This is an optimization exercise on Yosys and OpenROAD, whose aim is a short achievable clock period and few clock cycles, not a production implementation.
The RTL was checked by simulation tests, not by an equivalence proof against the original design.
The clock port is modelled as an ideal driver; clocking choices that lean on that would not hold on a real chip.
Power figures rest on the tool's default switching activity, not on a simulated workload.

// mips_core
module mips_core (
    input  logic      clk,
    input  logic      reset_i,
    input  logic      stall_i,
    output mips_pkg::addr_t     rom_addr_o,
    input  mips_pkg::inst_t     rom_data_i,
    output logic      ram_en_o,
    output logic      ram_we_o,
    output mips_pkg::addr_t     ram_addr_o,
    output mips_pkg::word_t     ram_wdata_o,
    input  mips_pkg::word_t     ram_rdata_i,
    output logic      debug_wb_en_o,
    output mips_pkg::reg_addr_t debug_wb_addr_o,
    output mips_pkg::word_t     debug_wb_data_o,
    output mips_pkg::addr_t     debug_wb_pc_o
);
export LEC_CHECK = 0
export ABC_CLOCK_PERIOD_IN_PS = 2500
export CAP_MARGIN = 20
export CORE_MARGIN = 2
export CORE_UTILIZATION = 40
export PLACE_DENSITY = 0.7
export SETUP_SLACK_MARGIN = 4.55
export SLEW_MARGIN = 20
export TNS_END_PERCENT = 100
create_clock -name core_clock -period 8.0 [get_ports {clk}]
standard.sh (not shown) runs the stock make flow with config.mk's settings and CLKGATE_MAP_FILE= SYNTH_SCRIPT=/design/flow/synth_recipe.tcl, a recipe that flattens the netlist after the stock synthesis.
==> flow/flow/run.sh <==
#!/bin/bash
# The standard layout with one extra step after clock tree synthesis:
# flow/post_cts.tcl moves the stall gates of the event outputs onto the
# input buffer of stall_i. The make output goes to standard.log; ORFS keeps
# each tool's own log under orfs/logs/.
set -euo pipefail
export POST_CTS_TCL="$PWD/flow/post_cts.tcl"
bash standard.sh finish > standard.log 2>&1
==> flow/flow/post_cts.tcl <==
# Hang the stall gate of each event output (ram_we_o, debug_wb_en_o) directly on
# the input buffer of stall_i instead of deep in the buffer tree that serves
# the pipeline's enables.
set block [ord::get_db_block]

proc my_driver_of {net} {
  foreach it [$net getITerms] {
    if {[$it isOutputSignal]} { return $it }
  }
  return ""
}

proc my_input_net {inst} {
  foreach it [$inst getITerms] {
    if {[$it isInputSignal]} { return [$it getNet] }
  }
  return "NULL"
}

proc my_output_net {inst} {
  foreach it [$inst getITerms] {
    if {[$it isOutputSignal]} { return [$it getNet] }
  }
  return "NULL"
}

set in_net [[$block findBTerm stall_i] getNet]
set ibuf [[lindex [$in_net getITerms] 0] getInst]
set root [my_output_net $ibuf]
puts "stall_i input buffer [$ibuf getName], net [$root getName]"

foreach port {ram_we_o debug_wb_en_o} {
  set onet [[$block findBTerm $port] getNet]
  set obuf [[my_driver_of $onet] getInst]
  set gnet [my_input_net $obuf]
  set gate [[my_driver_of $gnet] getInst]
  foreach it [$gate getITerms] {
    if {![$it isInputSignal]} { continue }
    set n [$it getNet]
    set depth 0
    while {$n ne "NULL" && [$n getName] ne [$root getName] && $depth < 12} {
      set d [my_driver_of $n]
      if {$d eq ""} { break }
      set di [$d getInst]
      set master [[$di getMaster] getName]
      if {![regexp {__(buf|clkbuf)_[0-9]+$} $master]} { break }
      set n [my_input_net $di]
      incr depth
    }
    if {$n ne "NULL" && [$n getName] eq [$root getName] && $depth > 0} {
      $it disconnect
      $it connect $root
      puts "moved [$gate getName]/[[$it getMTerm] getName] ($port) onto [$root getName], $depth buffers up"
    }
  }
}
Testbench counts at the start, summed over its fixed seeds: cycles 11,013.
Change:
Settings changed: PLACE_DENSITY 0.7 to 0.6.
=> The changed run produced a clean layout. Final cell count rose by 0.51%. First-iteration DRC count decreases by about 21%. Routed wire length rose by about 4.6%. Count of clock-buffer cells in the layout fell by 6. Setup slack degrades by 0.0099 ns. Sequential power hardly moves. Worst hold slack is about the same. Total power rises by about 1.1%.
Change:
Settings changed: PLACE_DENSITY 0.6 to 0.75.
Outcome:
- The changed run finished with timing, DRC and antenna clean
- count of clock-buffer cells in the layout is lower by 1
- global-route usage is lower by 1.7 points
- first-iteration DRC count is higher by 29%
- register-to-register slack gets worse by 0.06 ns
- total power is lower by 2.9%

========
mips_core again, from the RTL that the note above started with.
export LEC_CHECK = 0
export ABC_CLOCK_PERIOD_IN_PS = 2500
export CAP_MARGIN = 20
export CORE_MARGIN = 2
export CORE_UTILIZATION = 40
export PLACE_DENSITY = 0.65
export SETUP_SLACK_MARGIN = 4.55
export SLEW_MARGIN = 20
export TNS_END_PERCENT = 100
create_clock -name core_clock -period 8.0 [get_ports {clk}]
Scripts as last shown in full above: flow/flow/run.sh, flow/flow/post_cts.tcl
The baseline produced a clean layout.
Testbench counts at the start, summed over its fixed seeds: cycles 11,013.
Then changed:
PLACE_DENSITY = 0.6   (was 0.65)
SETUP_SLACK_MARGIN = 4.7   (was 4.55)
- The new run ran to the end with no violations
- total power grows by 1.7%
- sequential share of layout area shrinks by 1.4 points
- die area does not change
- combinational power grows by 8.0%
- sequential cell count stays the same
- critical path depth shrinks by 9
- design area grows by 3.4%

==> what the ideal ports hide <==
No port has a modelled driver above. Below, the same layouts with a new extraction and two added sets of constraints.
Step 1 (the two cells are an assumption about what drives the block):
set clk [get_ports {clk}]
set_driving_cell -lib_cell sky130_fd_sc_hd__clkbuf_16 $clk
set_driving_cell -lib_cell sky130_fd_sc_hd__buf_2 [delete_from_list [all_inputs] $clk]
Step 2 times the ports against the registers' clock, not the clock port: input delays grow and output delays shrink by t, the midpoint of the rising clock arrivals with the driver on.
a / b / c = ideal ports / drivers / drivers and shift; a / b = the first two.
run	t (ns)	slack for setup (ns)	worst register clock-pin slew, ns	cell pins on the clock port's net
the first run of note 1	0.908	4.382 / 4.114 / 3.206	0.07 / 0.07	1
the second run of note 1	0.910	4.373 / 4.035 / 3.125	0.08 / 0.08	1
the third run of note 1	0.899	4.365 / 4.008 / 3.109	0.07 / 0.07	1
the first run of note 2	0.900	4.355 / 4.117 / 3.217	0.08 / 0.08	1
the second run of note 2	0.910	4.356 / 4.046 / 3.136	0.08 / 0.08	1
After both steps setup and hold are still met in every run listed. The setup slack of the third run of note 1, which loses most, moves by -0.357 ns with the drivers and by -1.256 ns with both steps.
